This design comes from an exercise in tuning for small area, a short achievable clock period and few clock cycles on the open sky130 flow, not from production work.

// cpuCore
module cpuCore (
  input  logic        CLK,
  input  logic        RST,
  input  logic        en,
  input  logic        start,
  output logic [7:0]  instAddr,
  input  logic [15:0] inst,
  output logic [7:0]  dataAddr,
  output logic        dataWe,
  output logic [15:0] dataOut,
  input  logic [15:0] dataIn,
  output logic        running
);
  localparam logic [4:0] OP_HALT = 5'b00001, OP_LOAD = 5'b00010, OP_STORE = 5'b00011,
    OP_ADD = 5'b10000, OP_ADDI = 5'b10001, OP_SUB = 5'b10011, OP_SUBI = 5'b10100,
    OP_INC = 5'b10110, OP_LDIL = 5'b10111, OP_LDIH = 5'b11000, OP_XOR = 5'b11001,
    OP_AND = 5'b11010, OP_OR = 5'b11011;
  logic        runQ, haltedQ, resumed;
  logic [7:0]  pc;
  logic [15:0] regs [8];
  logic [7:0]  valid;   
  logic [15:0] opA, opB;
  logic [2:0]  eDest;
  logic [3:0]  eOff;
  logic        eWrites, eHalt, eStore, eInvB, eCin, eSra;
  logic        eSelSum, eLogDiff, eLogBoth, eSelShl, eSelShr, eSelLoad;
  logic [15:0] logicOut;
  logic [15:0] sum, shIn, shl, shr, res;
  logic [4:0]  fOp;
  logic [7:0]  fImm;
  logic [15:0] rA, rB, vA, nB, immValA, immValB;
  logic [7:0]  eWriting, usable, matchA, matchB;
  logic        fwdA, fwdB, immA, immB, bUsesD, fWrites;
  assign instAddr = pc;
  assign fOp  = inst[15:11];
  ...
==> module cpuCore, before the edit <==
module cpuCore (
  input  logic        CLK,
  input  logic        RST,
  input  logic        en,
  input  logic        start,
  output logic [7:0]  instAddr,
  input  logic [15:0] inst,
  output logic [7:0]  dataAddr,
  output logic        dataWe,
  output logic [15:0] dataOut,
  input  logic [15:0] dataIn,
  output logic        running
);
  localparam logic [4:0] OP_HALT = 5'b00001, OP_LOAD = 5'b00010, OP_STORE = 5'b00011,
    OP_ADD = 5'b10000, OP_ADDI = 5'b10001, OP_SUB = 5'b10011, OP_SUBI = 5'b10100,
    OP_INC = 5'b10110, OP_LDIL = 5'b10111, OP_LDIH = 5'b11000, OP_XOR = 5'b11001,
    OP_AND = 5'b11010, OP_OR = 5'b11011;
  logic        runQ, haltedQ, resumed;
  logic [7:0]  pc;
  logic [15:0] regs [8];
  logic [7:0]  valid;   
  logic [15:0] opA, opB;
  logic [2:0]  eDest;
  logic [3:0]  eOff;
  logic        eWrites, eHalt, eStore, eInvB, eCin, eSra;
  logic        eSelSum, eLogDiff, eLogBoth, eSelShl, eSelShr, eSelLoad;
  logic [15:0] logicOut;
  logic [15:0] sum, shIn, shl, shr, res;
  logic [4:0]  fOp;
  logic [7:0]  fImm;
  logic [15:0] rA, rB, vA, nB, immValA, immValB;
  logic [7:0]  eWriting, usable, matchA, matchB;
  logic        fwdA, fwdB, immA, immB, bUsesD, fWrites;
  assign instAddr = pc;
  assign fOp  = inst[15:11];
  assign fImm = inst[7:0];
  assign bUsesD = (fOp == OP_STORE) || (fOp == OP_ADDI) || (fOp == OP_SUBI);
  assign immA   = (fOp == OP_ADDI) || (fOp == OP_SUBI) || (fOp == OP_LDIL) || (fOp == OP_LDIH);
  always_comb begin
    case (fOp)
      OP_ADDI: immValA = {8'h00, fImm};
      OP_SUBI: immValA = {8'hFF, ~fImm};
      default: immValA = 16'h0000;
    endcase
  end
  always_comb begin
    case (fOp)
      OP_LDIL: begin immB = 1'b1; immValB = {8'h00, fImm}; end
      OP_LDIH: begin immB = 1'b1; immValB = {fImm, 8'h00}; end
      OP_INC:  begin immB = 1'b1; immValB = 16'd1; end
      default: begin immB = 1'b0; immValB = 16'd0; end
    endcase
  end
  always_comb begin
    for (int i = 0; i < 8; i++) begin
      eWriting[i] = runQ && eWrites && eDest == 3'(i);
      usable[i]   = valid[i] && !eWriting[i];
      matchA[i]   = inst[6:4] == 3'(i);
      matchB[i]   = bUsesD ? inst[10:8] == 3'(i) : inst[2:0] == 3'(i);
    end
  end
  assign fwdA = |(matchA & eWriting) && !immA;
  assign fwdB = |(matchB & eWriting) && !immB;
  always_comb begin
    rA = '0;
    rB = '0;
    for (int i = 0; i < 8; i++) begin
      rA = rA | ({16{matchA[i] && usable[i] && !immA}} & regs[i]);
      rB = rB | ({16{matchB[i] && usable[i] && !immB}} & regs[i]);
    end
  end
  assign vA = rA | ({16{immA}} & immValA) | ({16{fwdA}} & res);
  assign nB = rB | immValB | ({16{fwdB}} & res);
  assign fWrites = (fOp == OP_LOAD) || (fOp[4] && fOp != 5'b10010 && fOp != 5'b10101);
  always_ff @(posedge CLK) begin
    opA      <= vA;
    opB      <= nB;
    eDest    <= inst[10:8];
    eOff     <= inst[3:0];
    eWrites  <= fWrites;
    eHalt    <= (fOp == OP_HALT);
    eStore   <= (fOp == OP_STORE);
    eInvB    <= (fOp == OP_SUB);
    eCin     <= (fOp == OP_SUB) || (fOp == OP_SUBI);
    eSra     <= fOp[0] && fOp[4:1] == 4'b1111;
    eSelSum  <= (fOp == OP_ADD) || (fOp == OP_ADDI) || (fOp == OP_SUB) ||
                (fOp == OP_SUBI) || (fOp == OP_INC) || (fOp == OP_LDIL) || (fOp == OP_LDIH);
    eLogDiff <= (fOp == OP_XOR) || (fOp == OP_OR);
    eLogBoth <= (fOp == OP_AND) || (fOp == OP_OR);
    eSelShl  <= (fOp[4:1] == 4'b1110);
    eSelShr  <= (fOp[4:1] == 4'b1111);
    eSelLoad <= (fOp == OP_LOAD);
  end
  assign sum = opA + (opB ^ {16{eInvB}}) + {15'd0, eCin};
  always_comb begin
    for (int i = 0; i < 16; i++) begin
      shIn[i] = eSelShl ? opA[15-i] : opA[i];
    end
    shr = 16'($signed({eSra & opA[15], shIn}) >>> opB[3:0]);
    for (int i = 0; i < 16; i++) begin
      shl[i] = shr[15-i];
    end
  end
  assign logicOut = ((opA ^ opB) & {16{eLogDiff}}) | ((opA & opB) & {16{eLogBoth}});
  assign res = ({16{eSelSum}}  & sum) |
               logicOut |
               ({16{eSelShl}}  & shl) |
               ({16{eSelShr}}  & shr) |
               ({16{eSelLoad}} & dataIn);
  always_ff @(posedge CLK) begin
    if (runQ && eWrites) begin
      regs[eDest] <= res;
    end
  end
  always_ff @(posedge CLK or posedge RST) begin
    if (RST) begin
      valid <= '0;
    end else if (runQ && eWrites) begin
      valid[eDest] <= 1'b1;
    end
  end
  assign dataAddr = opA[7:0] + {4'h0, eOff};
  assign dataOut  = opB;
  assign dataWe   = runQ && eStore;
  assign running = runQ && !(eHalt && !resumed);
  always_ff @(posedge CLK or posedge RST) begin
    if (RST) begin
      runQ    <= 1'b0;
      haltedQ <= 1'b0;
      resumed <= 1'b0;
      pc      <= '0;
    end else begin
      resumed <= 1'b0;
      if (runQ) begin
        if (eHalt) begin
          runQ    <= 1'b0;
          haltedQ <= 1'b1;
        end else if (!en) begin
          runQ <= 1'b0;   
        end else begin
          pc <= pc + 8'd1;
        end
      end else if (en && start && !haltedQ) begin
        runQ    <= 1'b1;
        resumed <= 1'b1;
        pc      <= pc + 8'd1;
      end
    end
  end
endmodule
Settings: LEC_CHECK=0, CAP_MARGIN=20, CORE_AREA=5.06 5.44 215.41 214.88, CTS_BUF_LIST=sky130_fd_sc_hd__clkbuf_4 sky130_fd_sc_hd__clkbuf_8, DIE_AREA=0 0 220.41 220.32, SETUP_SLACK_MARGIN=2.0, SLEW_MARGIN=20, TNS_END_PERCENT=10; clock period 5.0 ns.
standard.sh (not shown) runs the stock make flow with config.mk's settings and CLKGATE_MAP_FILE= SYNTH_SCRIPT=/design/flow/synth_recipe.tcl, a recipe that flattens the netlist after the stock synthesis.
==> flow/flow/run.sh <==
#!/bin/bash
# Standard layout, with the port buffers made of sky130_fd_sc_hd__buf_1
# instead of the delay buffer buffer_ports picks by default.
set -euo pipefail
export BUFFER_PORTS_ARGS="-buffer_cell sky130_fd_sc_hd__buf_1"
bash standard.sh > standard.log 2>&1
The baseline went through all stages and came out clean.
==> next run, changes <==
--- a/flow/design.v
+++ b/flow/design.v
@@ -47,9 +47,9 @@
   always_comb begin
     case (fOp)
       OP_LDIL: begin immB = 1'b1; immValB = {8'h00, fImm}; end
       OP_LDIH: begin immB = 1'b1; immValB = {fImm, 8'h00}; end
-      OP_INC:  begin immB = 1'b1; immValB = 16'd1; end
+      OP_INC:  begin immB = 1'b1; immValB = 16'd0; end   
       default: begin immB = 1'b0; immValB = 16'd0; end
     endcase
   end
   always_comb begin
@@ -81,9 +81,9 @@
     eWrites  <= fWrites;
     eHalt    <= (fOp == OP_HALT);
     eStore   <= (fOp == OP_STORE);
     eInvB    <= (fOp == OP_SUB);
-    eCin     <= (fOp == OP_SUB) || (fOp == OP_SUBI);
+    eCin     <= (fOp == OP_SUB) || (fOp == OP_SUBI) || (fOp == OP_INC);
     eSra     <= fOp[0] && fOp[4:1] == 4'b1111;
     eSelSum  <= (fOp == OP_ADD) || (fOp == OP_ADDI) || (fOp == OP_SUB) ||
                 (fOp == OP_SUBI) || (fOp == OP_INC) || (fOp == OP_LDIL) || (fOp == OP_LDIH);
     eLogDiff <= (fOp == OP_XOR) || (fOp == OP_OR);
What happened: Fmax is lower by 0.78%; worst hold slack improved by 19 ps; utilization is higher by 0.32 points; sequential share of layout area is lower by 0.48 points; global-route usage is higher by 0.13 points; synthesized cell count is lower by 0.41%; cell count is lower by 0.66%; first-iteration DRC count is lower by 5.6%; cell area is higher by 1.1%.
Function was not checked in any run of this note: the RTL went through the layout flow alone.

## re-timing with driven ports
In the flow no input, the clock included, has a driving cell. The finished layouts below were timed again as built, in two steps. Step 1 (the two cells are an assumption about what drives the block):
set clk [get_ports {CLK}]
set_driving_cell -lib_cell sky130_fd_sc_hd__clkbuf_16 $clk
set_driving_cell -lib_cell sky130_fd_sc_hd__buf_2 [delete_from_list [all_inputs] $clk]
Step 2 times the ports against the registers' clock, not the clock port: input delays grow and output delays shrink by t, the midpoint of the rising clock arrivals with the driver on. a / b / c = ideal ports / drivers / drivers and shift; a / b = the first two.
run	t, ns	setup WS [ns]	pins driven straight from the clock port
the first run	0.536	1.824 / 1.824 / 1.462	1
the second run	0.524	1.799 / 1.815 / 1.294	1
After both steps setup and hold are still met in every run listed. The setup slack of the second run, which loses most, moves by +0.016 ns with the drivers and by -0.505 ns with both steps.
